Source: an optimization exercise on an open RTL-to-GDS flow (aim: small area and a short achievable clock period). Production flows keep margins and buffers that such runs may drop.
At most, simulation tests tie the RTL to the original design; equivalence was not proved.
The RTL of runs 2 to 6 was laid out without a check of its function.
No activity file was given, so power comes from the tool's default toggle rates.

[flow/run.sh]
#!/bin/bash
# synth_recipe.tcl (not shown) runs the flow's synth.tcl, then flattens the netlist and writes it again
# the make line also repeats each setting of config.mk as NAME=value (left out here)
make -C /OpenROAD-flow-scripts/flow DESIGN_CONFIG=/design/flow/config.mk WORK_HOME=/design/flow/orfs CLKGATE_MAP_FILE= SYNTH_SCRIPT=/design/flow/synth_recipe.tcl finish
[flow/config.mk]
export PLATFORM = sky130hd
export DESIGN_NAME = executeStage
export DESIGN_NICKNAME = executeStage
export VERILOG_FILES = /design/flow/design.v
export SDC_FILE = /design/flow/constraint.sdc
export NUM_CORES = 4
export LEC_CHECK = 0
export CAP_MARGIN = 20
export CORE_MARGIN = 2
export CORE_UTILIZATION = 40
export SLEW_MARGIN = 20
[flow/constraint.sdc]
create_clock -name core_clock -period 7.2 [get_ports {clk_i}]
set_input_delay 1.4400 -clock core_clock [delete_from_list [all_inputs] [get_ports {clk_i}]]
set_output_delay 1.4400 -clock core_clock [all_outputs]
set_load 0.01 [all_outputs]
[flow/design.v]
package y86Pkg;
    localparam int WORD_W = 64;                              
    localparam logic [3:0] REG_NONE = 4'hF;                  
    localparam logic [WORD_W-1:0] STACK_STEP = 64'd8;        
    localparam int ZF_BIT = 2;
    localparam int SF_BIT = 1;
    localparam int OF_BIT = 0;
    localparam logic [2:0] CC_RESET = 3'b100;                
    typedef enum logic [3:0] {
        HALT   = 4'h0,
        NOP    = 4'h1,
        CMOVXX = 4'h2,                                       
        IRMOVQ = 4'h3,
        RMMOVQ = 4'h4,
        MRMOVQ = 4'h5,
        OPQ    = 4'h6,
        JXX    = 4'h7,
        CALL   = 4'h8,
        RET    = 4'h9,
        PUSHQ  = 4'hA,
        POPQ   = 4'hB
    } icodeE;
    typedef enum logic [3:0] {
        ADD = 4'h0,
        SUB = 4'h1,
        AND = 4'h2,
        XOR = 4'h3
    } aluFunE;
    typedef enum logic [3:0] {
        YES = 4'h0,
        LE  = 4'h1,
        L   = 4'h2,
        E   = 4'h3,
        NE  = 4'h4,
        GE  = 4'h5,
        G   = 4'h6
    } condE;
    typedef enum logic [2:0] {
        BUBBLE = 3'd0,
        OK     = 3'd1,
        STALL  = 3'd4
    } statE;
endpackage
`timescale 1ns/1ps
module executeRegister (
    input  logic                         clk_i,
    input  logic                         rst_n_i,
    input  logic                         stall_i,
    input  logic                         bubble_i,
    input  logic [3:0]                   icode_i,
    input  logic [3:0]                   ifun_i,
    input  logic [2:0]                   stat_i,
    input  logic [y86Pkg::WORD_W-1:0]    valA_i,
    input  logic [y86Pkg::WORD_W-1:0]    valB_i,
    input  logic [y86Pkg::WORD_W-1:0]    valC_i,
    input  logic [3:0]                   dstE_i,
    input  logic [3:0]                   dstM_i,
    output logic [3:0]                   icode_o,
    output logic [2:0]                   cfun_o,      
    output logic                         setCc_o,
    output logic [2:0]                   stat_o,
    output logic [y86Pkg::WORD_W-1:0]    valA_o,
    output logic [y86Pkg::WORD_W-1:0]    opX_o,
    output logic [y86Pkg::WORD_W-1:0]    opY_o,
    output logic                         cin_o,
    output logic [3:0]                   dstE_o,
    output logic [3:0]                   dstM_o
);
    localparam int W = y86Pkg::WORD_W;
    logic kill;
    logic load;
    assign kill = !rst_n_i || bubble_i;
    assign load = !rst_n_i || !stall_i;
    logic isOpq, isCmov, isIrmov, isMem, isPush, isPop, isJxx;
    assign isOpq   = (icode_i == y86Pkg::OPQ);
    assign isCmov  = (icode_i == y86Pkg::CMOVXX);
    assign isIrmov = (icode_i == y86Pkg::IRMOVQ);
    assign isMem   = (icode_i == y86Pkg::RMMOVQ) || (icode_i == y86Pkg::MRMOVQ);
    assign isPush  = (icode_i == y86Pkg::CALL)   || (icode_i == y86Pkg::PUSHQ);
    assign isPop   = (icode_i == y86Pkg::RET)    || (icode_i == y86Pkg::POPQ);
    assign isJxx   = (icode_i == y86Pkg::JXX);
    logic opAdd, opSub, opAnd, opXor;
    assign opAdd = isOpq && (ifun_i == 4'h0);
    assign opSub = isOpq && (ifun_i == 4'h1);
    assign opAnd = isOpq && (ifun_i == 4'h2);
    assign opXor = isOpq && (ifun_i == 4'h3);
    logic xB, xAnd, xXor;
    assign xB   = !kill && (opAdd || opSub || isMem || isPush || isPop);
    assign xAnd = !kill && opAnd;
    assign xXor = !kill && opXor;
    logic yA, yNA, yC, yM8, yP8;
    assign yA  = !kill && (opAdd || isCmov);
    assign yNA = !kill && opSub;
    assign yC  = !kill && (isIrmov || isMem);
    assign yM8 = !kill && isPush;
    assign yP8 = !kill && isPop;
    logic [W-1:0] xNext, yNext;
    assign xNext = ({W{xB}}   & valB_i)
                 | ({W{xAnd}} & (valA_i & valB_i))
                 | ({W{xXor}} & (valA_i ^ valB_i));
    assign yNext = ({W{yA}}   & valA_i)
                 | ({W{yNA}}  & ~valA_i)
                 | ({W{yC}}   & valC_i)
                 | ({W{yM8}}  & (-y86Pkg::STACK_STEP))
                 | ({W{yP8}}  & y86Pkg::STACK_STEP);
    logic [2:0] cfunNext;
    assign cfunNext = (!kill && (isJxx || isCmov) && (ifun_i < 4'd7)) ? ifun_i[2:0] : 3'd7;
    always_ff @(posedge clk_i) begin
        if (load) begin
            icode_o <= kill ? y86Pkg::NOP    : icode_i;
            stat_o  <= kill ? y86Pkg::BUBBLE : stat_i;
            dstE_o  <= kill ? y86Pkg::REG_NONE : dstE_i;
            dstM_o  <= kill ? y86Pkg::REG_NONE : dstM_i;
            valA_o  <= kill ? '0 : valA_i;
            cfun_o  <= cfunNext;
            setCc_o <= !kill && isOpq;
            opX_o   <= xNext;
            opY_o   <= yNext;
            cin_o   <= yNA;
        end
    end
endmodule
`timescale 1ns/1ps
module aluUnit (
    input  logic [y86Pkg::WORD_W-1:0]    opX_i,
    input  logic [y86Pkg::WORD_W-1:0]    opY_i,
    input  logic                         cin_i,
    output logic [y86Pkg::WORD_W-1:0]    valE_o,
    output logic [2:0]                   newCc_o
);
    localparam int W   = y86Pkg::WORD_W;
    localparam int MSB = W - 1;
    logic [W:0] sum;
    assign sum    = ({opX_i, cin_i} + {opY_i, cin_i});
    assign valE_o = sum[W:1];
    logic [W-1:0] half;
    logic [W-1:0] carryIfZero;
    assign half        = opX_i ^ opY_i;
    assign carryIfZero = {opX_i[W-2:0] | opY_i[W-2:0], cin_i};
    assign newCc_o[y86Pkg::ZF_BIT] = (half == carryIfZero);
    assign newCc_o[y86Pkg::SF_BIT] = valE_o[MSB];
    assign newCc_o[y86Pkg::OF_BIT] = (opX_i[MSB] == opY_i[MSB]) && (valE_o[MSB] != opX_i[MSB]);
endmodule
`timescale 1ns/1ps
module condUnit (
    input  logic          clk_i,
    input  logic          rst_n_i,
    input  logic          stall_i,
    input  logic          setCc_i,
    input  logic [2:0]    newCc_i,
    input  logic [2:0]    cfun_i,
    output logic          cnd_o
);
    logic [2:0] cc;
    logic       zf;
    logic       sf;
    logic       of;
    always_ff @(posedge clk_i) begin
        if (!rst_n_i) begin
            cc <= y86Pkg::CC_RESET;
        end else if (setCc_i && !stall_i) begin
            cc <= newCc_i;
        end
    end
    assign zf = cc[y86Pkg::ZF_BIT];
    assign sf = cc[y86Pkg::SF_BIT];
    assign of = cc[y86Pkg::OF_BIT];
    always_comb begin
        case (cfun_i)
            3'd0:    cnd_o = 1'b1;
            3'd1:    cnd_o = (sf ^ of) | zf;
            3'd2:    cnd_o = sf ^ of;
            3'd3:    cnd_o = zf;
            3'd4:    cnd_o = !zf;
            3'd5:    cnd_o = !(sf ^ of);
            3'd6:    cnd_o = !(sf ^ of) && !zf;
            default: cnd_o = 1'b0;
        endcase
    end
endmodule
`timescale 1ns/1ps
module memoryRegister (
    input  logic                         clk_i,
    input  logic                         rst_n_i,
    input  logic                         stall_i,
    input  logic [3:0]                   icode_i,
    input  logic [2:0]                   stat_i,
    input  logic [y86Pkg::WORD_W-1:0]    valE_i,
    input  logic [y86Pkg::WORD_W-1:0]    valA_i,
    input  logic [3:0]                   dstE_i,
    input  logic [3:0]                   dstM_i,
    input  logic                         cnd_i,
    output logic [3:0]                   icode_o,
    output logic [2:0]                   stat_o,
    output logic [y86Pkg::WORD_W-1:0]    valE_o,
    output logic [y86Pkg::WORD_W-1:0]    valA_o,
    output logic [3:0]                   dstE_o,
    output logic [3:0]                   dstM_o,
    output logic                         cnd_o
);
    logic [3:0] dstESel;
    assign dstESel = (icode_i == y86Pkg::CMOVXX && !cnd_i) ? y86Pkg::REG_NONE : dstE_i;
    always_ff @(posedge clk_i) begin
        if (!rst_n_i || stall_i) begin                   
            icode_o <= y86Pkg::NOP;
            stat_o  <= y86Pkg::BUBBLE;
            valE_o  <= '0;
            valA_o  <= '0;
            dstE_o  <= y86Pkg::REG_NONE;
            dstM_o  <= y86Pkg::REG_NONE;
            cnd_o   <= 1'b0;
        end else begin
            icode_o <= icode_i;
            stat_o  <= stat_i;
            valE_o  <= valE_i;
            valA_o  <= valA_i;
            dstE_o  <= dstESel;
            dstM_o  <= dstM_i;
            cnd_o   <= cnd_i;
        end
    end
endmodule
`timescale 1ns/1ps
module executeStage (
    input  logic                         clk_i,
    input  logic                         rst_n_i,
    input  logic                         stall_i,
    input  logic                         bubble_i,
    input  logic [3:0]                   icode_i,
    input  logic [3:0]                   ifun_i,
    input  logic [2:0]                   stat_i,
    input  logic [y86Pkg::WORD_W-1:0]    valA_i,
    input  logic [y86Pkg::WORD_W-1:0]    valB_i,
    input  logic [y86Pkg::WORD_W-1:0]    valC_i,
    input  logic [3:0]                   dstE_i,
    input  logic [3:0]                   dstM_i,
    input  logic [3:0]                   srcA_i,      
    input  logic [3:0]                   srcB_i,
    output logic [3:0]                   icode_o,
    output logic [2:0]                   stat_o,
    output logic [y86Pkg::WORD_W-1:0]    valE_o,
    output logic [y86Pkg::WORD_W-1:0]    valA_o,
    output logic [3:0]                   dstE_o,
    output logic [3:0]                   dstM_o,
    output logic                         cnd_o
);
    logic [3:0]                eIcode;
    logic [2:0]                eCfun;
    logic                      eSetCc;
    logic [2:0]                eStat;
    logic [y86Pkg::WORD_W-1:0] eValA;
    logic [y86Pkg::WORD_W-1:0] eOpX;
    logic [y86Pkg::WORD_W-1:0] eOpY;
    logic                      eCin;
    logic [3:0]                eDstE;
    logic [3:0]                eDstM;
    logic [y86Pkg::WORD_W-1:0] aluValE;
    logic [2:0]                aluNewCc;
    logic                      eCnd;
    executeRegister u_executeRegister (
        .clk_i   (clk_i),   .rst_n_i (rst_n_i), .stall_i (stall_i), .bubble_i (bubble_i),
        .icode_i (icode_i), .ifun_i  (ifun_i),  .stat_i  (stat_i),
        .valA_i  (valA_i),  .valB_i  (valB_i),  .valC_i  (valC_i),
        .dstE_i  (dstE_i),  .dstM_i  (dstM_i),
        .icode_o (eIcode),  .cfun_o  (eCfun),   .setCc_o (eSetCc), .stat_o (eStat),
        .valA_o  (eValA),   .opX_o   (eOpX),    .opY_o   (eOpY),   .cin_o  (eCin),
        .dstE_o  (eDstE),   .dstM_o  (eDstM)
    );
    aluUnit u_aluUnit (
        .opX_i  (eOpX),    .opY_i   (eOpY),    .cin_i (eCin),
        .valE_o (aluValE), .newCc_o (aluNewCc)
    );
    condUnit u_condUnit (
        .clk_i   (clk_i),  .rst_n_i (rst_n_i), .stall_i (stall_i),
        .setCc_i (eSetCc), .newCc_i (aluNewCc), .cfun_i (eCfun), .cnd_o (eCnd)
    );
    memoryRegister u_memoryRegister (
        .clk_i   (clk_i),   .rst_n_i (rst_n_i), .stall_i (stall_i),
        .icode_i (eIcode),  .stat_i  (eStat),   .valE_i  (aluValE), .valA_i (eValA),
        .dstE_i  (eDstE),   .dstM_i  (eDstM),   .cnd_i   (eCnd),
        .icode_o (icode_o), .stat_o  (stat_o),  .valE_o  (valE_o),  .valA_o (valA_o),
        .dstE_o  (dstE_o),  .dstM_o  (dstM_o),  .cnd_o   (cnd_o)
    );
endmodule
==> results of run 1 <==
-- cell type report --
| type | count | area, sq um |
|---|---|---|
| clock inverter | 21 | 205.2 |
| sequential | 359 | 9309 |
| fill | 4495 | 23550 |
| clock buffer | 55 | 1224 |
| multi-input combinational | 1397 | 9641 |
| tap | 664 | 830.8 |
| antenna | 2 | 5.005 |
| timing repair buffer | 374 | 3749 |
| inverter | 144 | 540.5 |
-- per-stage QoR --
stage | hold slack (ns) | total power (uW) | cell area, sq um | cells | util (%)
after floorplan | 0.4010 | 3010 | 19890 | 2019 | -
after global placement | 0.4035 | 3488 | 24040 | 2937 | 49.01
after detailed placement | 0.4079 | 3498 | 24040 | 2937 | 49.01
after CTS | 0.4217 | 5685 | 25470 | 3013 | 51.93
after global routing | 0.4357 | 5869 | 25500 | 3015 | 51.99
final | 0.4184 | 5621 | 25500 | 3016 | 51.99
-- path summary, 6_finish.rpt --
path	slack, ns	from	depth (start not counted)	end
max	3.00	rst_n_i	9	u_executeRegister.opX_o[16]$_DFFE_PP_
min reg2reg	0.42	u_executeRegister.dstM_o[0]$_SDFFCE_PN1P_	1	u_memoryRegister.dstM_o[0]$_SDFF_PP1_
max reg2reg	3.05	u_executeRegister.opX_o[4]$_DFFE_PP_	12	u_memoryRegister.valE_o[60]$_SDFF_PP0_
min	0.42	u_executeRegister.dstM_o[0]$_SDFFCE_PN1P_	1	u_memoryRegister.dstM_o[0]$_SDFF_PP1_
-- critical path, delay by kind of cell --
family,cells,cell delay (ns)
and+or+nand+nor,6,1.75
buffers and inverters,2,1.22
AOI/OAI and AO/OA,1,0.15
-- kinds of logic (layout without fill, tap and decap cells) --
group	after synthesis	count (layout)
XOR/XNOR	117	117
other	0	2
AND/OR/NAND/NOR	647	647
adder cells (fa/ha/maj)	191	191
multiplexers	5	5
buffers and inverters	263	594
AO/OA/AOI/OAI	437	437
flip-flops	359	359
-- layer usage --
metal	GRT usage, %	vias to the layer above	part of all wire, %
li1	-	7635	-
met1	32.40	7409	47
met2	36.14	441	45
met3	4.259	76	6.0
met4	6.810	2	2.5
met5	0	-	0.022
-- power by group through the flow --
stage                     logic, uW  registers, uW  clock network (uW)
after global placement         1060           2430                   0
after global routing           1170           2400                2300
final                          1070           2390                2170
after CTS                      1070           2390                2220
after detailed placement       1070           2430                   0
after floorplan                 566           2440                   0
-- registers in the layout, summed over array words and instances (netlist names), 4 cells and up --
signal / flops
u_executeRegister.dstE_o: 4
u_executeRegister.icode_o: 4
u_memoryRegister.valA_o: 64
u_executeRegister.valA_o: 64
u_memoryRegister.dstE_o: 4
u_executeRegister.dstM_o: 4
u_memoryRegister.valE_o: 64
u_executeRegister.opX_o: 64
u_memoryRegister.icode_o: 4
u_executeRegister.opY_o: 64
u_memoryRegister.dstM_o: 4
-- cells in the mapped netlist (6+ instances only) --
| master | count | share of area [%] |
|---|---|---|
| and2_1 | 146 | 4.6 |
| o21bai_1 | 16 | 0.60 |
| and3_1 | 12 | 0.38 |
| buf_2 | 7 | 0.18 |
| nor2_1 | 100 | 1.9 |
| o31ai_1 | 6 | 0.23 |
| nand2b_1 | 29 | 0.91 |
| a21oi_1 | 142 | 3.6 |
| nand3_1 | 15 | 0.38 |
| ha_1 | 190 | 12 |
| xor2_1 | 40 | 1.8 |
| inv_1 | 144 | 2.7 |
| o21a_1 | 6 | 0.23 |
| edfxtp_1 | 212 | 32 |
| a22oi_1 | 64 | 2.4 |
| a31oi_1 | 11 | 0.35 |
| clkbuf_1 | 103 | 1.9 |
| nand4_1 | 26 | 0.82 |
| nor4_1 | 19 | 0.60 |
| o211ai_1 | 65 | 2.5 |
| nor3_1 | 17 | 0.43 |
| buf_1 | 8 | 0.15 |
| nand2_1 | 255 | 4.8 |
| dfxtp_1 | 147 | 15 |
| a21o_1 | 47 | 1.8 |
| nor2b_1 | 8 | 0.25 |
| xnor2_1 | 77 | 3.4 |
| o21ai_0 | 32 | 0.81 |
| a221o_1 | 8 | 0.40 |
==> metrics.yaml, run 1 <==
status: "finished clean"
synth-seq-cells: 359
die_y_microns: 227.0
p_switching_uw: 1518
die_area_sq_um: 51520
num_rows: 81
setup_tns_ns: 0
cts-buffers-inserted: 41
htree_num_levels: 2
grt_usage_pct: 23.03
endpoint_kind: "flop"
cts.sinks: 359
cap_violations: 0
max_slew_margin_pct: 24.39
routedWlPerCell_microns: 19.76
antenna_found_initial: 2
finalCritPeriodShare_pct: 58.35
insertion_delay_ns: 0.56
first_pass_iters: 5
fmax_ghz: 0.2380
muxShareOfSynthArea_pct: 0.2580
die_w_microns: 227.0
avgViaCountPerCell: 5.160
tightest_slew_ns: 1.131
layout.nets: 2731
rsz0062_at_grt: "no"
p_comb_share_pct: 19.0
synth_flop_cell: "edfxtp_1"
worstPathMaxFanout: 33
grt_pass1_vias: 15340
hold_path.class: "reg2reg"
portBuffers: 358
syn_to_final_growth_pct: 28.24
drt_wl_total_microns: 59590
ir_drop_mv: 0.2099
synth_top_family_by_area: "simple AND/OR/NAND/NOR gates"
finalMaxSlewViolations: 0
layout_common_cells: "358 x clkdlybuf4s50_1, 254 x nand2_1, 212 x edfxtp_1"
syn-cell-area_sq_um: 19890
cts_hold_buf: 0
yosys.area_share.simple_pct: 15.84
synth-compound-area-share_pct: 14.87
startpoint_type: "input pin"
setup_viol: 0
hold_violations: 0
drive_gt1_share_pct: 4.596
dpl_worst_slack_ns: 2.544
cp_slowest_cell: "and3_2"
drtIter0Drc: 988
cts-root-buf: "clkbuf_16"
ys_seq_area_share_pct: 46.81
drtAntennaViolNets: 0
yosys.cell_types.count: 69
async_flop_share_pct: 0
syn_avg_cell_area_sq_um: 9.850
place_congestion: 0.8958
seq_power_share_pct: 42.4
start_util_pct: 40.54
cp_cell_sequence: "clkdlybuf4s50_1, nor2b_4, nand2b_1, nor2_1, nor3b_1, and3_2, buf_4, a22oi_1, nand2_1"
cellPowerDensity_nw_per_um2: 220.4
switching_share_pct: 27.01
vias: 15560
clockBufferDepth: 3
tritoncts: "built"
post_cts_buffers: 0
netlist_instances: 2019
crit_type: "in2reg"
grt_pass1_wl_microns: 90420
synth_edf_count: 212
cts.reportedPaths.clkPinSlew_ns: 0.06
globalRoute.totalOverflow: 0
layout_setup_ws_ns: 2.999
pin_count: 367
drcViolationCount: 0
syn-num-nets: 2433
grt_max_degree: 109
clock_skew_ns: 0.01447
cp_data_arrival_time_ns: 4.62
p_leak_uw: 0.01037
fin_crit_ns: 4.201
crit_path_max_incr_delay_ns: 0.83
cts_resized: 0
dp_hpwl_microns: 44620
p_clk_share_pct: 38.5
synth-xor-area-share_pct: 5.153
crit_required_ns: 7.62
p_int_uw: 4103
yosysWarnings: 3
synthAdderAreaFrac_pct: 12.05
final_common_cell: "clkdlybuf4s50_1"
coreArea_sq_um: 49050
==> run 2: changes to the inputs <==
--- a/flow/design.v
+++ b/flow/design.v
@@ -126,44 +126,54 @@
     input  logic [y86Pkg::WORD_W-1:0]    opY_i,
     input  logic                         cin_i,
-    output logic [y86Pkg::WORD_W-1:0]    valE_o,
-    output logic [2:0]                   newCc_o
-);
-    localparam int W   = y86Pkg::WORD_W;
-    localparam int MSB = W - 1;
+    output logic [y86Pkg::WORD_W-1:0]    valE_o
+);
+    localparam int W = y86Pkg::WORD_W;
     logic [W:0] sum;
     assign sum    = ({opX_i, cin_i} + {opY_i, cin_i});
     assign valE_o = sum[W:1];
-    logic [W-1:0] half;
-    logic [W-1:0] carryIfZero;
-    assign half        = opX_i ^ opY_i;
-    assign carryIfZero = {opX_i[W-2:0] | opY_i[W-2:0], cin_i};
-    assign newCc_o[y86Pkg::ZF_BIT] = (half == carryIfZero);
-    assign newCc_o[y86Pkg::SF_BIT] = valE_o[MSB];
-    assign newCc_o[y86Pkg::OF_BIT] = (opX_i[MSB] == opY_i[MSB]) && (valE_o[MSB] != opX_i[MSB]);
 endmodule
 `timescale 1ns/1ps
 module condUnit (
-    input  logic          clk_i,
-    input  logic          rst_n_i,
-    input  logic          stall_i,
-    input  logic          setCc_i,
-    input  logic [2:0]    newCc_i,
-    input  logic [2:0]    cfun_i,
-    output logic          cnd_o
-);
+    input  logic                         clk_i,
+    input  logic                         rst_n_i,
+    input  logic                         stall_i,
+    input  logic                         setCc_i,      
+    input  logic                         xSign_i,      
+    input  logic                         ySign_i,      
+    input  logic [y86Pkg::WORD_W-1:0]    mValE_i,      
+    input  logic [2:0]                   cfun_i,
+    output logic                         cnd_o
+);
+    localparam int MSB = y86Pkg::WORD_W - 1;
+    logic [2:0] ccSaved;
+    logic       fromM;         
+    logic       mSignSame;     
+    logic       mXSign;        
     logic [2:0] cc;
     logic       zf;
     logic       sf;
     logic       of;
+    assign zf = fromM ? (mValE_i == '0) : ccSaved[y86Pkg::ZF_BIT];
+    assign sf = fromM ? mValE_i[MSB]    : ccSaved[y86Pkg::SF_BIT];
+    assign of = fromM ? (mSignSame && (mValE_i[MSB] != mXSign)) : ccSaved[y86Pkg::OF_BIT];
+    always_comb begin
+        cc = '0;
+        cc[y86Pkg::ZF_BIT] = zf;
+        cc[y86Pkg::SF_BIT] = sf;
+        cc[y86Pkg::OF_BIT] = of;
+    end
     always_ff @(posedge clk_i) begin
         if (!rst_n_i) begin
-            cc <= y86Pkg::CC_RESET;
-        end else if (setCc_i && !stall_i) begin
-            cc <= newCc_i;
+            ccSaved <= y86Pkg::CC_RESET;
+            fromM   <= 1'b0;
+        end else begin
+            ccSaved <= cc;
+            fromM   <= setCc_i && !stall_i;
         end
     end
-    assign zf = cc[y86Pkg::ZF_BIT];
-    assign sf = cc[y86Pkg::SF_BIT];
-    assign of = cc[y86Pkg::OF_BIT];
+    always_ff @(posedge clk_i) begin
+        mSignSame <= (xSign_i == ySign_i);
+        mXSign    <= xSign_i;
+    end
     always_comb begin
         case (cfun_i)
@@ -256,5 +266,4 @@
     logic [3:0]                eDstM;
     logic [y86Pkg::WORD_W-1:0] aluValE;
-    logic [2:0]                aluNewCc;
     logic                      eCnd;
     executeRegister u_executeRegister (
@@ -269,9 +278,10 @@
     aluUnit u_aluUnit (
         .opX_i  (eOpX),    .opY_i   (eOpY),    .cin_i (eCin),
-        .valE_o (aluValE), .newCc_o (aluNewCc)
+        .valE_o (aluValE)
     );
     condUnit u_condUnit (
         .clk_i   (clk_i),  .rst_n_i (rst_n_i), .stall_i (stall_i),
-        .setCc_i (eSetCc), .newCc_i (aluNewCc), .cfun_i (eCfun), .cnd_o (eCnd)
+        .setCc_i (eSetCc), .xSign_i (eOpX[y86Pkg::WORD_W-1]), .ySign_i (eOpY[y86Pkg::WORD_W-1]),
+        .mValE_i (valE_o), .cfun_i (eCfun), .cnd_o (eCnd)
     );
     memoryRegister u_memoryRegister (
==> flow/flow/run.sh (new file) <==
#!/bin/bash
set -euo pipefail
export BUFFER_PORTS_ARGS="-buffer_cell sky130_fd_sc_hd__buf_1"
export SETUP_SLACK_MARGIN=3.7
bash standard.sh finish > make_finish.log 2>&1
==> flow/standard.sh (new file) <==
#!/bin/bash
# synth_recipe.tcl (not shown) runs the flow's synth.tcl, then flattens the netlist and writes it again
# the make line also repeats each setting of config.mk as NAME=value (left out here)
make -C /OpenROAD-flow-scripts/flow DESIGN_CONFIG=/design/flow/config.mk WORK_HOME=/design/flow/orfs CLKGATE_MAP_FILE= SYNTH_SCRIPT=/design/flow/synth_recipe.tcl "${@:-finish}"
removed: flow/run.sh
==> run 2 against run 1 <==
Effect of this change:
- cell area shrank 15%
- clock power is essentially flat
- critical endpoint is now u_executeRegister.opY_o[1]$_DFFE_PP_
- fmax grew 24%
- via count shrank 8.1%
- register-to-register slack gained 0.83 ns
==> metrics.yaml, run 2 <==
cts_hold_buf: 0
fillerInstances: 4266
max_slew_margin_pct: 31.38
regArea_sq_um: 9369
synthAdderAreaFrac_pct: 8.836
final_common_cell: "buf_1"
clockBufferDepth: 3
dpl-instance-area_sq_um: 20220
worstReg2RegStart: "u_executeRegister.opX_o[0]$_DFFE_PP_"
syn_to_final_growth_pct: 18.35
yosys.area.top_type: "edfxtp_1"
first_pass_iters: 5
drt_wl_total_microns: 51370
muxShareOfSynthArea_pct: 3.885
crit_type: "in2reg"
synth_top_area_share_pct: 34.74
cts.sinks: 362
drtAntennaViolNets: 0
setup_viol: 0
cap_violations: 0
grt_use_met1_pct: 27.83
tritoncts: "built"
post_cts_buffers: 0
utilization_pct: 47.89
layout.nets: 2419
hold_path.class: "reg2reg"
status: "finished clean"
endpoint_kind: "flop"
layout_common_cells: "356 x buf_1, 212 x edfxtp_1, 187 x nand2_1"
async_flop_share_pct: 0
stdcell_area_sq_um: 21690
num_rows: 78
synth_commonest_cells: "212 x edfxtp_1, 188 x nand2_1, 153 x and2_1"
cp_data_arrival_time_ns: 3.69
antenna_found_initial: 0
grt_max_degree: 114
netlist_instances: 1746
yosysMostFrequentCell: "edfxtp_1"
yosys.cell_types.count: 80
synth_top_family_by_area: "simple AND/OR/NAND/NOR gates"
timing.hold.ws_ns: 0.3893
synth_flop_cell: "edfxtp_1"
synth-compound-area-share_pct: 15.30
place_congestion: 0.8819
fmax_ghz: 0.2949
finalMaxSlewViolations: 0
multi_input_area_sq_um: 8601
synth_edf_count: 212
met2_usage_pct: 34.13
hold_violations: 0
portBuffers: 358
ys_seq_area_share_pct: 51.13
crit_required_ns: 7.50
worstPathMaxFanout: 64
finalCritPeriodShare_pct: 47.10
start_util_pct: 40.46
insertion_delay_ns: 0.57
rsz0062_at_grt: "no"
cts-buffers-inserted: 42
crit_start: "rst_n_i"
yosysWarnings: 3
synthTopCellsByArea: "edfxtp_1 35%, dfxtp_1 16%, ha_1 8.7%"
grt_usage_pct: 21.03
dp_hpwl_microns: 36440
drive_gt1_share_pct: 5.804
pin_count: 367
tightest_slew_ns: 1.028
die_w_microns: 218.0
cts.reportedPaths.clkPinSlew_ns: 0.06
cellPowerDensity_nw_per_um2: 245.7
top_usage_layer: "met2"
grt_pass1_vias: 14110
syn-num-nets: 2097
routedWlPerCell_microns: 19.00
vias: 14300
p_leak_uw: 0.008311
startpoint_type: "input pin"
grt_util_met3_pct: 4.365
yosys.area_share.simple_pct: 15.77
htree_num_levels: 2
min_from: "u_executeRegister.opX_o[63]$_DFFE_PP_"
drtIter0Drc: 769
avgViaCountPerCell: 5.290
synth-xor-area-share_pct: 2.677
fin_crit_ns: 3.391
ir_drop_mv: 0.1935
setup_tns_ns: 0
synth-seq-cells: 362
die_area_sq_um: 47540
globalRoute.totalOverflow: 0
syn-cell-area_sq_um: 18320
clock_skew_ns: 0.02400
syn_avg_cell_area_sq_um: 10.49
grt_pass1_wl_microns: 78140
coreArea_sq_um: 45280
die_y_microns: 218.0
drcViolationCount: 0
cts-root-buf: "clkbuf_16"
[run 2: changes by cell type after synthesis, moves of 17 or more]
cell	previous run	this run
inv_1	144	22
clkbuf_1	103	82
xnor2_1	77	35
o21ai_0	32	106
a21o_1	47	30
nand2_1	255	188
xor2_1	40	21
ha_1	190	127
mux2i_1	4	70
a22oi_1	64	0
[run 2: worst paths after layout]
path	end	slack, ns	cells after the start
setup / recovery	u_executeRegister.opY_o[1]$_DFFE_PP_	3.81	9
hold / removal	u_condUnit.mXSign$_DFF_P_	0.39	0
setup reg to reg	u_memoryRegister.valE_o[61]$_SDFF_PP0_	3.88	11
hold reg to reg	u_condUnit.mXSign$_DFF_P_	0.39	0
[run 2: logic make-up after synthesis]
group	after synthesis
AO/OA/AOI/OAI	437
XOR/XNOR	56
AND/OR/NAND/NOR	577
buffers and inverters	114
multiplexers	71
flip-flops	362
adder cells (fa/ha/maj)	129
[run 2: per-stage QoR]
stage                     std cells  setup WS (ns)  power (uW)
final                          2703          3.809        5328
after global routing           2702          3.708        5563
after CTS                      2701          3.733        5387
after detailed placement       2623          3.202        3196
after global placement         2623          3.199        3183
after floorplan                1746          3.909        2919
[run 2: routing by layer]
layer | vias up | wire length [microns]
li1 | 6976 | -
met1 | 6821 | 22960
met2 | 405 | 24040
met3 | 96 | 2909
met4 | 0 | 1460
met5 | - | 0
[run 2: cell type report]
| class | instances | area share, % |
|---|---|---|
| clock buffers | 59 | 6.167 |
| inverters | 22 | 0.3808 |
| well taps | 600 | 3.462 |
| flip-flops and latches | 362 | 43.20 |
| multi-input cells | 1271 | 39.66 |
| clock inverters | 19 | 0.4615 |
| repair buffers | 369 | 6.658 |
| diodes | 1 | 0.01154 |
[run 2: critical path: stages]
cell      delay [ns]
clkbuf_2        0.22
nor2b_4         0.19
nand2b_1        0.29
nor2_1          0.11
and2_1          0.21
nand4b_1        0.13
buf_4           0.68
nor2_1          0.10
a221o_1         0.29
[run 2: timing repair]
item                       4_1_cts  5_1_grt
resized for setup                1        3
setup endpoints to repair        4       15
cloned                           0        1
pin swaps                        0        1
[run 2: where the power goes]
group / internal [uW] / switching, uW / leakage [uW] / total (uW)
Combinational: 287 / 478 / 0.00409 / 764
Sequential: 2340 / 56.8 / 0.00350 / 2390
Clock: 1300 / 866 / 0.000720 / 2170
==> run 3: changes to the inputs <==
--- a/flow/design.v
+++ b/flow/design.v
@@ -56,4 +56,5 @@
     input  logic [3:0]                   dstE_i,
     input  logic [3:0]                   dstM_i,
+    output logic                         bubble_o,
     output logic [3:0]                   icode_o,
     output logic [2:0]                   cfun_o,      
@@ -86,13 +87,13 @@
     assign opXor = isOpq && (ifun_i == 4'h3);
     logic xB, xAnd, xXor;
-    assign xB   = !kill && (opAdd || opSub || isMem || isPush || isPop);
-    assign xAnd = !kill && opAnd;
-    assign xXor = !kill && opXor;
+    assign xB   = opAdd || opSub || isMem || isPush || isPop;
+    assign xAnd = opAnd;
+    assign xXor = opXor;
     logic yA, yNA, yC, yM8, yP8;
-    assign yA  = !kill && (opAdd || isCmov);
-    assign yNA = !kill && opSub;
-    assign yC  = !kill && (isIrmov || isMem);
-    assign yM8 = !kill && isPush;
-    assign yP8 = !kill && isPop;
+    assign yA  = opAdd || isCmov;
+    assign yNA = opSub;
+    assign yC  = isIrmov || isMem;
+    assign yM8 = isPush;
+    assign yP8 = isPop;
     logic [W-1:0] xNext, yNext;
     assign xNext = ({W{xB}}   & valB_i)
@@ -105,17 +106,18 @@
                  | ({W{yP8}}  & y86Pkg::STACK_STEP);
     logic [2:0] cfunNext;
-    assign cfunNext = (!kill && (isJxx || isCmov) && (ifun_i < 4'd7)) ? ifun_i[2:0] : 3'd7;
+    assign cfunNext = ((isJxx || isCmov) && (ifun_i < 4'd7)) ? ifun_i[2:0] : 3'd7;
     always_ff @(posedge clk_i) begin
         if (load) begin
-            icode_o <= kill ? y86Pkg::NOP    : icode_i;
-            stat_o  <= kill ? y86Pkg::BUBBLE : stat_i;
-            dstE_o  <= kill ? y86Pkg::REG_NONE : dstE_i;
-            dstM_o  <= kill ? y86Pkg::REG_NONE : dstM_i;
-            valA_o  <= kill ? '0 : valA_i;
-            cfun_o  <= cfunNext;
-            setCc_o <= !kill && isOpq;
-            opX_o   <= xNext;
-            opY_o   <= yNext;
-            cin_o   <= yNA;
+            bubble_o <= kill;
+            setCc_o  <= !kill && isOpq;
+            icode_o  <= icode_i;
+            stat_o   <= stat_i;
+            dstE_o   <= dstE_i;
+            dstM_o   <= dstM_i;
+            valA_o   <= valA_i;
+            cfun_o   <= cfunNext;
+            opX_o    <= xNext;
+            opY_o    <= yNext;
+            cin_o    <= yNA;
         end
     end
@@ -194,4 +196,5 @@
     input  logic                         rst_n_i,
     input  logic                         stall_i,
+    input  logic                         bubble_i,    
     input  logic [3:0]                   icode_i,
     input  logic [2:0]                   stat_i,
@@ -212,5 +215,5 @@
     assign dstESel = (icode_i == y86Pkg::CMOVXX && !cnd_i) ? y86Pkg::REG_NONE : dstE_i;
     always_ff @(posedge clk_i) begin
-        if (!rst_n_i || stall_i) begin                   
+        if (!rst_n_i || stall_i || bubble_i) begin       
             icode_o <= y86Pkg::NOP;
             stat_o  <= y86Pkg::BUBBLE;
@@ -255,4 +258,5 @@
     output logic                         cnd_o
 );
+    logic                      eBubble;
     logic [3:0]                eIcode;
     logic [2:0]                eCfun;
@@ -272,4 +276,5 @@
         .valA_i  (valA_i),  .valB_i  (valB_i),  .valC_i  (valC_i),
         .dstE_i  (dstE_i),  .dstM_i  (dstM_i),
+        .bubble_o (eBubble),
         .icode_o (eIcode),  .cfun_o  (eCfun),   .setCc_o (eSetCc), .stat_o (eStat),
         .valA_o  (eValA),   .opX_o   (eOpX),    .opY_o   (eOpY),   .cin_o  (eCin),
@@ -286,5 +291,5 @@
     );
     memoryRegister u_memoryRegister (
-        .clk_i   (clk_i),   .rst_n_i (rst_n_i), .stall_i (stall_i),
+        .clk_i   (clk_i),   .rst_n_i (rst_n_i), .stall_i (stall_i), .bubble_i (eBubble),
         .icode_i (eIcode),  .stat_i  (eStat),   .valE_i  (aluValE), .valA_i (eValA),
         .dstE_i  (eDstE),   .dstM_i  (eDstM),   .cnd_i   (eCnd),
==> run 3 against run 2 <==
Effect of this change:
- combinational power is 25% higher
- flip-flop and latch count is 1 higher
- clock-buffer cell count is 6 higher
- hold slack better by 0.0025 ns
- power is 1.8% higher
- final cell count is 6.2% lower
- clock skew is 0.0071 ns lower
- die area is 5.1% lower
- clock power is 6% lower
- largest power group unchanged
==> metrics.yaml, run 3 <==
drtAntennaViolNets: 0
finalMaxSlewViolations: 0
synth_edf_count: 213
drtIter0Drc: 1187
worstPathMaxFanout: 4
place_congestion: 0.9050
cts_hold_buf: 0
syn_to_final_growth_pct: 19.26
synth_top_area_share_pct: 36.83
clock_skew_ns: 0.01685
drive_gt1_share_pct: 5.741
cts.reportedPaths.clkPinSlew_ns: 0.06
hold_path.class: "reg2reg"
ir_drop_mv: 0.1729
crit_type: "reg2reg"
setup_viol: 0
globalRoute.totalOverflow: 0
yosys.area.top_type: "edfxtp_1"
grt_pass1_wl_microns: 73770
finalCritPeriodShare_pct: 47.47
syn_avg_cell_area_sq_um: 10.98
num_rows: 76
setup_tns_ns: 0
portBuffers: 358
stdcell_area_sq_um: 20710
cts-root-buf: "clkbuf_16"
synth_commonest_cells: "213 x edfxtp_1, 150 x dfxtp_1, 137 x a21oi_1"
cp_data_arrival_time_ns: 3.89
cts-buffers-inserted: 42
drt_wl_total_microns: 47890
routedWlPerCell_microns: 18.88
cellPowerDensity_nw_per_um2: 261.7
yosys.cell_types.count: 69
status: "finished clean"
netlist_instances: 1582
yosysWarnings: 3
grt_max_degree: 115
synthTopCellsByArea: "edfxtp_1 37%, dfxtp_1 17%, ha_1 9.1%"
first_pass_iters: 7
tritoncts: "built"
synth_flop_cell: "edfxtp_1"
tightest_slew_ns: 0.8398
grt_pass1_vias: 13020
die_area_sq_um: 45100
die_w_microns: 212.4
diodes: 0
clockBufferDepth: 3
cap_violations: 0
multi_input_area_sq_um: 7451
p_leak_uw: 0.008226
insertion_delay_ns: 0.56
syn-num-nets: 1933
utilization_pct: 48.19
startpoint_type: "flop"
max_slew_margin_pct: 44.01
ys_seq_area_share_pct: 54.12
final_common_cell: "buf_1"
start_util_pct: 40.41
rsz0062_at_grt: "no"
timing.hold.ws_ns: 0.3918
power_uw: 5421
synth-seq-cells: 363
fin_crit_ns: 3.418
regArea_sq_um: 9399
grt_usage_pct: 21.13
async_flop_share_pct: 0
vias: 13600
fmax_ghz: 0.2926
htree_num_levels: 2
cts.sinks: 363
yosysMostFrequentCell: "edfxtp_1"
fillerInstances: 4075
dpl-instance-area_sq_um: 19310
die_y_microns: 212.4
layout_common_cells: "358 x buf_1, 213 x edfxtp_1, 150 x dfxtp_1"
layout.nets: 2271
antenna_found_initial: 0
hold_violations: 0
crit_required_ns: 7.67
drcViolationCount: 0
syn-cell-area_sq_um: 17370
dp_hpwl_microns: 34220
endpoint_kind: "flop"
coreArea_sq_um: 42980
avgViaCountPerCell: 5.363
pin_count: 367
run 3: what timing repair did:
action                     CTS  global route
cloned                       1             0
resized for setup            6             9
setup buffers                2             0
setup endpoints to repair   49           134
pin swaps                    3             2
hold endpoints to repair     0             0
run 3: cells by family after synthesis:
logic type,after synthesis,share of synthesized area (%)
muxes,9,0.5187
and+or+nand+nor,427,12.36
AOI/OAI and AO/OA,432,17.38
xor gates and xnor gates,51,2.572
adders and majority gates,129,9.322
DFF,363,54.12
buffers and inverters,171,3.725
run 3: worst max-delay path, stage by stage (launching register included):
cell and delay (ns):
edfxtp_1 0.43, fa_2 0.43, a21oi_2 0.19, o211a_1 0.22
o41a_1 0.34, nand3_4 0.15, a211o_2 0.41, and4_4 0.21
o311a_4 0.35, o41ai_4 0.33, mux2i_1 0.27
run 3: power breakdown:
group	internal, uW	total [uW]	switching [uW]
registers	2370	2430	56.3
clock network	1220	2040	817
logic	364	954	590
total	3960	5420	1460
run 3: worst paths after layout:
kind	startpoint	end	slack, ns	cells past startpoint
max reg2reg	u_executeRegister.opX_o[0]$_DFFE_PP_	u_memoryRegister.valE_o[59]$_SDFF_PP0_	3.78	10
min	u_executeRegister.opX_o[63]$_DFFE_PP_	u_condUnit.mXSign$_DFF_P_	0.39	0
max	u_executeRegister.opX_o[0]$_DFFE_PP_	u_memoryRegister.valE_o[59]$_SDFF_PP0_	3.78	10
min reg2reg	u_executeRegister.opX_o[63]$_DFFE_PP_	u_condUnit.mXSign$_DFF_P_	0.39	0
run 3: layer usage:
layer / share of wire (%) / wire (microns) / vias to the layer above / GRT usage, %
met5: 0 / 0 / - / 0
met4: 2.4 / 1171 / 0 / 7.186
met3: 7.5 / 3605 / 65 / 4.756
met2: 45 / 21670 / 483 / 32.93
met1: 45 / 21440 / 6451 / 29.00
li1: - / - / 6602 / -
run 3: through the flow:
step                      setup slack [ns]  cells
final                                3.782   2536
after global routing                 3.675   2536
after CTS                            3.706   2536
after detailed placement             2.855   2458
after global placement               2.970   2458
after floorplan                      3.902   1582
run 3: layout make-up:
class	count	area share (%)
flip-flops and latches	363	45.38
multi-input cells	1049	35.97
repair buffers	372	7.110
clock buffers	65	5.835
well taps	585	3.534
inverters	92	1.667
clock inverters	10	0.5074
==> run 4: changes to the inputs <==
==> flow/flow/run.sh (replaced) <==
#!/bin/bash
set -euo pipefail
export BUFFER_PORTS_ARGS="-buffer_cell sky130_fd_sc_hd__buf_1"
export SETUP_SLACK_MARGIN=4.2
bash standard.sh finish > make_finish.log 2>&1
==> run 4 against run 3 <==
Effect of this change:
- global-route usage is 0.98 points higher
- largest cell class unchanged
- clock power is 8% higher
- still clean
- critical path depth stayed put
- core utilization is 2.8 points higher
- register-to-register slack better by 0.29 ns
==> metrics.yaml, run 4 <==
pin_count: 367
place_congestion: 0.8828
finalCritPeriodShare_pct: 43.44
vias: 14010
synth_commonest_cells: "213 x edfxtp_1, 150 x dfxtp_1, 137 x a21oi_1"
dp_hpwl_microns: 34640
yosys.cell_types.count: 69
antenna_found_initial: 1
hold_violations: 0
crit_type: "reg2reg"
synth_edf_count: 213
drive_gt1_share_pct: 11.90
first_pass_iters: 8
syn_to_final_growth_pct: 26.23
syn_avg_cell_area_sq_um: 10.98
ys_seq_area_share_pct: 54.12
async_flop_share_pct: 0
die_w_microns: 212.4
worstPathMaxFanout: 3
cts_hold_buf: 0
layout_common_cells: "356 x buf_1, 213 x edfxtp_1, 150 x dfxtp_1"
die_area_sq_um: 45100
muxShareOfSynthArea_pct: 0.5187
cap_violations: 0
avgViaCountPerCell: 5.419
cts.reportedPaths.clkPinSlew_ns: 0.06
endpoint_kind: "flop"
grt_max_degree: 108
diodes: 0
r2r_slack_ns: 4.07
syn-num-nets: 1933
globalRoute.totalOverflow: 0
layout_setup_ws_ns: 4.073
status: "finished clean"
cts-root-buf: "clkbuf_16"
start_util_pct: 40.41
drt_wl_total_microns: 52270
grt_pass1_vias: 13570
finalMaxSlewViolations: 0
routedWlPerCell_microns: 20.22
portBuffers: 358
layout.nets: 2318
drcViolationCount: 0
clockBufferDepth: 3
coreArea_sq_um: 42980
synth-xor-area-share_pct: 2.572
num_rows: 76
synth-seq-cells: 363
yosys.area_share.simple_pct: 12.36
setup_viol: 0
htree_num_levels: 2
crit_required_ns: 7.69
yosysWarnings: 3
cellPowerDensity_nw_per_um2: 262.6
cp_data_arrival_time_ns: 3.61
syn-cell-area_sq_um: 17370
cts-buffers-inserted: 41
synthAdderAreaFrac_pct: 9.322
utilization_pct: 51.01
final_common_cell: "buf_1"
timing.hold.ws_ns: 0.4061
fmax_ghz: 0.3198
insertion_delay_ns: 0.56
tightest_slew_ns: 1.015
fillerInstances: 4008
tritoncts: "built"
die_y_microns: 212.4
ir_drop_mv: 0.1773
synth-compound-area-share_pct: 17.38
drtAntennaViolNets: 0
clock_skew_ns: 0.01692
rsz0062_at_grt: "yes"
yosys.area.top_type: "edfxtp_1"
setup_tns_ns: 0
yosysMostFrequentCell: "edfxtp_1"
max_slew_margin_pct: 32.32
netlist_instances: 1582
grt_pass1_wl_microns: 76960
synth_top_family_by_area: "compound AO/OA/AOI/OAI gates"
p_leak_uw: 0.008652
synth_top_area_share_pct: 36.83
dpl_worst_slack_ns: 2.773
drtIter0Drc: 1180
power_uw: 5757
grt_usage_pct: 22.11
hold_path.class: "reg2reg"
synthTopCellsByArea: "edfxtp_1 37%, dfxtp_1 17%, ha_1 9.1%"
startpoint_type: "flop"
cts.sinks: 363
synth_flop_cell: "edfxtp_1"
fin_crit_ns: 3.127
==> run 4: cell counts after synthesis <==
Identical to the previous run, type by type.
==> run 4: layout make-up <==
class / count / area [sq um] / area share [%]
Sequential cell: 363 / 9399 / 42.87
Timing Repair Buffer: 418 / 1912 / 8.720
Clock buffer: 61 / 1234 / 5.627
Clock inverter: 15 / 198.9 / 0.9074
Tap cell: 585 / 732.0 / 3.339
Inverter: 92 / 345.3 / 1.575
Multi-Input combinational cell: 1051 / 8103 / 36.96
==> run 4: routing by layer <==
| layer | global-route usage [%] | wire length, microns |
|---|---|---|
| met2 | 35.01 | 23710 |
| met5 | 0 | 0 |
| met4 | 6.800 | 1106 |
| met3 | 4.225 | 3592 |
| met1 | 30.64 | 23870 |
==> run 4: worst max-delay path: stages, from the launching register on <==
cell	delay [ns]
edfxtp_1	0.42
fa_2	0.44
a21oi_4	0.15
o211a_4	0.19
o41a_1	0.25
nand3_2	0.16
a211o_4	0.38
and4_4	0.20
o311a_4	0.35
o41ai_4	0.30
mux2i_1	0.21
==> run 4: report_power, final <==
part | internal, uW | switching (uW) | leakage [uW] | total [uW]
Clock | 1360 | 837 | 0.000706 | 2200
Sequential | 2370 | 68.8 | 0.00345 | 2440
Combinational | 459 | 658 | 0.00450 | 1120
Total | 4190 | 1560 | 0.00865 | 5760
==> run 4: logic make-up after synthesis <==
group / Yosys count
and+or+nand+nor: 427
buffers and inverters: 171
xor gates and xnor gates: 51
AOI/OAI and AO/OA: 432
adders and majority gates: 129
muxes: 9
DFF: 363
==> run 4: per-stage QoR <==
| step | area [sq um] | cells |
|---|---|---|
| detailed placement | 19310 | 2457 |
| CTS | 21390 | 2558 |
| floorplan | 17400 | 1582 |
| finish | 21920 | 2585 |
| global route | 21920 | 2585 |
| global placement | 19310 | 2457 |
==> run 4: final timing paths <==
path | startpoint | end | cells past startpoint
worst max register to register | u_executeRegister.cin_o$_DFFE_PP_ | u_memoryRegister.valE_o[59]$_SDFF_PP0_ | 10
worst max-delay path | u_executeRegister.cin_o$_DFFE_PP_ | u_memoryRegister.valE_o[59]$_SDFF_PP0_ | 10
worst min register to register | u_executeRegister.opX_o[63]$_DFFE_PP_ | u_condUnit.mXSign$_DFF_P_ | 0
worst min-delay path | u_executeRegister.opX_o[63]$_DFFE_PP_ | u_condUnit.mXSign$_DFF_P_ | 0
==> run 4: timing repair <==
action,in CTS,in global routing
buffers inserted,22,25
pin swaps,33,30
gates resized for setup,80,62
endpoints found under the setup margin,163,154
gates cloned,3,2
==> run 5: changes to the inputs <==
--- a/flow/design.v
+++ b/flow/design.v
@@ -62,6 +62,6 @@
     output logic [2:0]                   stat_o,
     output logic [y86Pkg::WORD_W-1:0]    valA_o,
-    output logic [y86Pkg::WORD_W-1:0]    opX_o,
-    output logic [y86Pkg::WORD_W-1:0]    opY_o,
+    output logic [y86Pkg::WORD_W-1:0]    gen_o,       
+    output logic [y86Pkg::WORD_W-1:0]    prop_o,      
     output logic                         cin_o,
     output logic [3:0]                   dstE_o,
@@ -117,6 +117,6 @@
             valA_o   <= valA_i;
             cfun_o   <= cfunNext;
-            opX_o    <= xNext;
-            opY_o    <= yNext;
+            gen_o    <= xNext & yNext;
+            prop_o   <= xNext ^ yNext;
             cin_o    <= yNA;
         end
@@ -125,13 +125,30 @@
 `timescale 1ns/1ps
 module aluUnit (
-    input  logic [y86Pkg::WORD_W-1:0]    opX_i,
-    input  logic [y86Pkg::WORD_W-1:0]    opY_i,
+    input  logic [y86Pkg::WORD_W-1:0]    gen_i,
+    input  logic [y86Pkg::WORD_W-1:0]    prop_i,
     input  logic                         cin_i,
     output logic [y86Pkg::WORD_W-1:0]    valE_o
 );
-    localparam int W = y86Pkg::WORD_W;
-    logic [W:0] sum;
-    assign sum    = ({opX_i, cin_i} + {opY_i, cin_i});
-    assign valE_o = sum[W:1];
+    localparam int W      = y86Pkg::WORD_W;
+    localparam int LEVELS = $clog2(W);
+    logic [W-1:0] gk [0:LEVELS];
+    logic [W-1:0] pk [0:LEVELS];
+    always_comb begin
+        gk[0]    = gen_i;
+        pk[0]    = prop_i;
+        gk[0][0] = gen_i[0] | (prop_i[0] & cin_i);
+        for (int l = 0; l < LEVELS; l++) begin
+            for (int i = 0; i < W; i++) begin
+                if (i >= (1 << l)) begin
+                    gk[l+1][i] = gk[l][i] | (pk[l][i] & gk[l][i - (1 << l)]);
+                    pk[l+1][i] = pk[l][i] & pk[l][i - (1 << l)];
+                end else begin
+                    gk[l+1][i] = gk[l][i];
+                    pk[l+1][i] = pk[l][i];
+                end
+            end
+        end
+    end
+    assign valE_o = prop_i ^ {gk[LEVELS][W-2:0], cin_i};
 endmodule
 `timescale 1ns/1ps
@@ -264,6 +281,6 @@
     logic [2:0]                eStat;
     logic [y86Pkg::WORD_W-1:0] eValA;
-    logic [y86Pkg::WORD_W-1:0] eOpX;
-    logic [y86Pkg::WORD_W-1:0] eOpY;
+    logic [y86Pkg::WORD_W-1:0] eGen;
+    logic [y86Pkg::WORD_W-1:0] eProp;
     logic                      eCin;
     logic [3:0]                eDstE;
@@ -278,14 +295,15 @@
         .bubble_o (eBubble),
         .icode_o (eIcode),  .cfun_o  (eCfun),   .setCc_o (eSetCc), .stat_o (eStat),
-        .valA_o  (eValA),   .opX_o   (eOpX),    .opY_o   (eOpY),   .cin_o  (eCin),
+        .valA_o  (eValA),   .gen_o   (eGen),    .prop_o  (eProp),   .cin_o  (eCin),
         .dstE_o  (eDstE),   .dstM_o  (eDstM)
     );
     aluUnit u_aluUnit (
-        .opX_i  (eOpX),    .opY_i   (eOpY),    .cin_i (eCin),
+        .gen_i  (eGen),    .prop_i  (eProp),    .cin_i (eCin),
         .valE_o (aluValE)
     );
     condUnit u_condUnit (
         .clk_i   (clk_i),  .rst_n_i (rst_n_i), .stall_i (stall_i),
-        .setCc_i (eSetCc), .xSign_i (eOpX[y86Pkg::WORD_W-1]), .ySign_i (eOpY[y86Pkg::WORD_W-1]),
+        .setCc_i (eSetCc), .xSign_i (eGen[y86Pkg::WORD_W-1]),
+        .ySign_i (eGen[y86Pkg::WORD_W-1] ^ eProp[y86Pkg::WORD_W-1]),
         .mValE_i (valE_o), .cfun_i (eCfun), .cnd_o (eCnd)
     );
==> run 5 against run 4 <==
Effect of this change:
- fmax is 0.86% lower
- clock skew fell by 0.0033 ns
- core utilization rose by 1.2 points
==> metrics.yaml, run 5 <==
layout.nets: 2354
yosys.area.top_type: "edfxtp_1"
yosysMostFrequentCell: "edfxtp_1"
r2r_slack_ns: 4.05
layout_common_cells: "355 x buf_1, 213 x edfxtp_1, 150 x dfxtp_1"
htree_num_levels: 2
cap_violations: 0
syn-num-nets: 1939
crit_required_ns: 7.66
async_flop_share_pct: 0
rsz0062_at_grt: "yes"
start_util_pct: 40.49
status: "finished clean"
synth-seq-cells: 363
startpoint_type: "flop"
drtAntennaViolNets: 0
dpl-instance-area_sq_um: 19380
synthAdderAreaFrac_pct: 9.384
synth-xor-area-share_pct: 2.762
syn-cell-area_sq_um: 17440
place_congestion: 0.8594
coreArea_sq_um: 43080
synth_commonest_cells: "213 x edfxtp_1, 150 x dfxtp_1, 137 x a21oi_1"
timing.hold.ws_ns: 0.3399
tritoncts: "built"
muxShareOfSynthArea_pct: 0.2296
p_int_uw: 4023
num_rows: 76
drt_wl_total_microns: 58110
switching_share_pct: 27.33
cts-root-buf: "clkbuf_16"
p_switching_uw: 1513
yosys.cell_types.count: 73
hold_path.class: "reg2reg"
ys_seq_area_share_pct: 53.89
power_uw: 5536
p_comb_share_pct: 15.3
vias: 14550
utilization_pct: 52.25
max_slew_margin_pct: 48.92
synth_top_family_by_area: "compound AO/OA/AOI/OAI gates"
globalRoute.totalOverflow: 0
fin_crit_ns: 3.155
grt_max_degree: 105
cellPowerDensity_nw_per_um2: 245.9
r2r-end: "u_memoryRegister.valE_o[50]$_SDFF_PP0_"
cts.reportedPaths.clkPinSlew_ns: 0.06
fillerInstances: 3878
drive_gt1_share_pct: 12.73
die_y_microns: 212.8
synthTopCellsByArea: "edfxtp_1 37%, dfxtp_1 17%, ha_1 9.3%"
netlist_instances: 1586
final_common_cell: "buf_1"
drcViolationCount: 0
stdcell_area_sq_um: 22510
die_area_sq_um: 45290
avgViaCountPerCell: 5.553
min_path_cells: 0
tightest_slew_ns: 0.7655
clockBufferDepth: 3
diodes: 0
grt_pass1_wl_microns: 80360
syn_avg_cell_area_sq_um: 11.00
fmax_ghz: 0.3170
pin_count: 367
grt_pass1_vias: 13750
cp_data_arrival_time_ns: 3.62
endpoint_kind: "flop"
die_w_microns: 212.8
synth_top_area_share_pct: 36.67
antenna_found_initial: 1
yosys.area_share.simple_pct: 12.31
p_clk_share_pct: 38.5
cts_hold_buf: 0
synth_edf_count: 213
insertion_delay_ns: 0.57
worstPathMaxFanout: 5
hold_end: "u_condUnit.mXSign$_DFF_P_"
first_pass_iters: 9
dp_hpwl_microns: 34580
p_leak_uw: 0.009093
multi_input_area_sq_um: 7996
synth_flop_cell: "edfxtp_1"
setup_tns_ns: 0
routedWlPerCell_microns: 22.18
worstReg2RegStart: "u_executeRegister.cin_o$_DFFE_PP_"
portBuffers: 358
drtIter0Drc: 1458
grt_usage_pct: 23.53
syn_to_final_growth_pct: 29.06
finalMaxSlewViolations: 0
yosysWarnings: 6
cts-buffers-inserted: 43
seq_power_share_pct: 46.1
synth-compound-area-share_pct: 17.61
finalCritPeriodShare_pct: 43.81
clock_skew_ns: 0.01361
hold_violations: 0
setup_viol: 0
cts.sinks: 363
min_from: "u_executeRegister.gen_o[63]$_DFFE_PP_"
ir_drop_mv: 0.1994
regArea_sq_um: 9399
crit_type: "reg2reg"
reg2reg_depth: 14
## run 5: layout make-up
cell class                 count  area share (%)
sequential                   363           41.76
clock buffer                  67           5.636
tap                          585           3.252
timing repair buffer         449           11.83
multi-input combinational   1054           35.53
clock inverter                12          0.4892
inverter                      90           1.512
## run 5: metrics by stage
| stage | cells | setup WS, ns |
|---|---|---|
| floorplan | 1586 | 4.049 |
| detailed placement | 2458 | 2.652 |
| global route | 2620 | 3.977 |
| CTS | 2577 | 4.109 |
| global placement | 2458 | 2.756 |
| finish | 2620 | 4.046 |
## run 5: worst max-delay path, stage by stage, from the launching register on
cell and delay [ns]:
edfxtp_1 0.37, ha_2 0.19, or2_4 0.23, ha_4 0.16, o211ai_1 0.24, a21boi_2 0.13
a31o_4 0.28, buf_4 0.15, a21oi_4 0.16, o21bai_4 0.09, a21o_1 0.22, o21ba_4 0.26
and3_4 0.17, o21a_1 0.20, nor3_4 0.19
## run 5: power by group through the flow
stage               sequential [uW]  clock (uW)  combinational, uW
floorplan                      2520           0                490
global placement               2590           0                683
detailed placement             2590           0                697
CTS                            2550        2170                758
global route                   2570        2250                934
finish                         2550        2130                849
## run 5: cells by family after synthesis
logic type,count (synthesis)
buf+inv,174
flops,363
mux,4
fa+ha+maj,131
xor+xnor,55
simple gates,428
compound gates,431
## run 5: worst max path at each step
stage	startpoint	endpoint	slack (ns)
final	u_executeRegister.cin_o$_DFFE_PP_	u_memoryRegister.valE_o[50]$_SDFF_PP0_	4.05
after global routing	u_executeRegister.cin_o$_DFFE_PP_	u_memoryRegister.valE_o[50]$_SDFF_PP0_	3.98
after CTS	u_executeRegister.cin_o$_DFFE_PP_	u_memoryRegister.valE_o[52]$_SDFF_PP0_	4.11
after detailed placement	icode_i[3]	u_executeRegister.prop_o[2]$_DFFE_PP_	2.65
after global placement	icode_i[3]	u_executeRegister.prop_o[3]$_DFFE_PP_	2.76
after floorplan	icode_i[0]	u_executeRegister.prop_o[52]$_DFFE_PP_	4.05
## run 5: metal layers
layer | part of all wire, % | track usage, %
met1 | 42 | 30.79
met3 | 8.3 | 5.265
met2 | 46 | 38.24
met4 | 3.4 | 8.560
met5 | 0.017 | 0
## run 5: repair_timing
| action | in CTS | in global routing |
|---|---|---|
| buffers inserted | 28 | 30 |
| hold endpoints to repair | 0 | 0 |
| pin swaps | 45 | 103 |
| endpoints found under the setup margin | 164 | 258 |
| resized for setup | 72 | 88 |
| cloned | 12 | 13 |
==> run 6: changes to the inputs <==
==> flow/flow/run.sh (replaced) <==
#!/bin/bash
set -euo pipefail
export BUFFER_PORTS_ARGS="-buffer_cell sky130_fd_sc_hd__buf_1"
export SETUP_SLACK_MARGIN=4.5
bash standard.sh finish > make_finish.log 2>&1
==> run 6 against run 5 <==
Effect of this change:
- final cell count increased by 1.5%
- sequential share of layout area decreased by 1.2 points
- sequential power about the same
- clock-buffer cell count decreased by 7
- area after synthesis unchanged
- clock power decreased by 3%
- flip-flop and latch count unchanged
- synthesized cell count unchanged
- fmax decreased by 0.52%
- largest power group unchanged
==> metrics.yaml, run 6 <==
status: "finished clean"
dp_hpwl_microns: 35700
drt_wl_total_microns: 58520
worstPathMaxFanout: 5
cts_hold_buf: 0
cellPowerDensity_nw_per_um2: 236.8
ir_drop_mv: 0.1760
crit_required_ns: 7.52
cp_data_arrival_time_ns: 3.49
netlist_instances: 1586
place_congestion: 0.8927
avgViaCountPerCell: 5.581
synthTopCellsByArea: "edfxtp_1 37%, dfxtp_1 17%, ha_1 9.3%"
first_pass_iters: 7
max_slew_margin_pct: 44.87
async_flop_share_pct: 0
finalMaxSlewViolations: 0
cts.sinks: 363
drcViolationCount: 0
stdcell_area_sq_um: 23190
synth_commonest_cells: "213 x edfxtp_1, 150 x dfxtp_1, 137 x a21oi_1"
insertion_delay_ns: 0.58
yosys.area.top_type: "edfxtp_1"
num_rows: 76
final_common_cell: "buf_1"
yosysMostFrequentCell: "edfxtp_1"
synth_edf_count: 213
grt_pass1_vias: 14240
die_y_microns: 212.8
rsz0062_at_grt: "yes"
drive_gt1_share_pct: 16.14
vias: 14830
cts-root-buf: "clkbuf_16"
grt_usage_pct: 25.19
clockBufferDepth: 3
synth_top_area_share_pct: 36.67
routedWlPerCell_microns: 22.02
setup_viol: 0
yosysWarnings: 6
finalCritPeriodShare_pct: 44.04
tightest_slew_ns: 0.8270
syn_to_final_growth_pct: 32.98
globalRoute.totalOverflow: 0
timing.hold.ws_ns: 0.3589
fmax_ghz: 0.3154
layout.nets: 2389
synth_flop_cell: "edfxtp_1"
syn-num-nets: 1939
p_leak_uw: 0.009284
layout_common_cells: "352 x buf_1, 213 x edfxtp_1, 147 x dfxtp_1"
startpoint_type: "input pin"
start_util_pct: 40.49
syn_avg_cell_area_sq_um: 11.00
setup_tns_ns: 0
dpl-instance-area_sq_um: 19420
ys_seq_area_share_pct: 53.89
htree_num_levels: 2
grt_max_degree: 120
tritoncts: "built"
cap_violations: 0
portBuffers: 358
coreArea_sq_um: 43080
utilization_pct: 53.84
pin_count: 367
syn-cell-area_sq_um: 17440
synth-seq-cells: 363
hold_path.class: "reg2reg"
yosys.cell_types.count: 73
cts.reportedPaths.clkPinSlew_ns: 0.06
fin_crit_ns: 3.171
die_area_sq_um: 45290
drtAntennaViolNets: 0
drtIter0Drc: 1465
cts-buffers-inserted: 42
antenna_found_initial: 4
die_w_microns: 212.8
hold_violations: 0
endpoint_kind: "flop"
grt_pass1_wl_microns: 85270
crit_type: "in2reg"
clock_skew_ns: 0.02846
## run 6: final timing paths
path	from	end	slack [ns]	depth (start not counted)
min reg2reg	u_executeRegister.gen_o[63]$_DFFE_PP_	u_condUnit.mXSign$_DFF_P_	0.36	0
max reg2reg	u_executeRegister.prop_o[0]$_DFFE_PP_	u_memoryRegister.valE_o[52]$_SDFF_PP0_	4.08	13
min	u_executeRegister.gen_o[63]$_DFFE_PP_	u_condUnit.mXSign$_DFF_P_	0.36	0
max	icode_i[0]	u_executeRegister.prop_o[7]$_DFFE_PP_	4.03	13
## run 6: cells by family (layout without fill, tap and decap cells)
group / count (synthesis) / count (layout) / synth area share (%)
compound gates: 431 / 433 / 17.61
simple gates: 428 / 433 / 12.31
flops: 363 / 363 / 53.89
buf+inv: 174 / 651 / 3.809
fa+ha+maj: 131 / 131 / 9.384
xor+xnor: 55 / 55 / 2.762
mux: 4 / 4 / 0.2296
other cells: 0 / 3 / 0
## run 6: per-layer routing
| layer | global-route usage (%) | part of all wire (%) |
|---|---|---|
| met4 | 9.911 | 3.7 |
| met1 | 34.10 | 43 |
| met5 | 0 | 0 |
| met3 | 5.221 | 7.8 |
| met2 | 39.55 | 45 |
## run 6: area by class of cell
cell class                      instances  area (sq um)
Timing Repair Buffer                  483          3064
Antenna cell                            3         7.507
Clock inverter                         18         135.1
Sequential cell                       363          9403
Inverter                               90         337.8
Multi-Input combinational cell       1056          8334
Fill cell                            3765         19880
Tap cell                              585         732.0
Clock buffer                           60          1179
## run 6: what timing repair did
item / CTS / global route
pin swaps: 106 / 95
gates resized for setup: 168 / 73
cloned: 24 / 2
buffers inserted: 62 / 32
setup endpoints to repair: 291 / 287
## run 6: per-stage QoR
step           cells  setup WS [ns]  power (uW)
5_1_grt         2656          3.946        5715
6_report        2658          4.029        5491
3_3_place_gp    2457          2.755        3275
4_1_cts         2621          4.042        5446
2_1_floorplan   1586          4.049        3014
3_5_place_dp    2457          2.588        3290
## run 6: power breakdown
group	internal (uW)	switching (uW)	leakage [uW]
clock	1180	877	0.000647
combinational	381	499	0.00519
sequential	2390	169	0.00345
total	3950	1540	0.00928
## run 6: worst max-delay path, cell delays in order
cell and delay (ns):
buf_12 0.11, nor3b_4 0.22, nand2_2 0.10, nor3_4 0.17, buf_4 0.14, buf_6 0.08
nand3b_1 0.11, buf_8 0.21, buf_6 0.12, buf_12 0.12, buf_16 0.14, o211ai_1 0.21
ha_2 0.30

==> port drivers added, routing unchanged <==
The flow's constraints put no driver on any port. The routed layouts listed below were extracted and timed again, unchanged, in two steps. Step 1: set_driving_cell puts a clkbuf_16 on clk_i and a buf_2 on each other input, an assumption about the parent block. Step 2 moves the port delays by t, midway between the first and last clock arrival at a register: inputs arrive t later, outputs are due t later. That takes back most of the time a late clock gives input paths. a / b / c = no drivers / after step 1 / after step 2; a / b = the first two.
run | t, ns | setup WS [ns] | worst setup path after step 2 | slew at the worst register clock pin (ns) | worst data-port slew with drivers (ns)
run 1 | 0.606 | 2.999 / 2.979 / 2.373 | input to register | 0.06 / 0.06 | 0.09
run 2 | 0.617 | 3.809 / 3.846 / 3.229 | input to register | 0.06 / 0.06 | 0.08
run 3 | 0.601 | 3.782 / 3.782 / 3.381 | input to register | 0.06 / 0.06 | 0.07
run 4 | 0.602 | 4.073 / 4.073 / 3.655 | input to register | 0.06 / 0.06 | 0.08
run 5 | 0.615 | 4.046 / 4.046 / 3.541 | input to register | 0.06 / 0.06 | 0.10
run 6 | 0.625 | 4.029 / 4.030 / 3.405 | input to register | 0.06 / 0.06 | 0.09
After both steps every run listed still meets setup and hold. For run 1, which loses most, drivers alone change the setup slack by -0.020 ns; drivers and shift together by -0.626 ns.
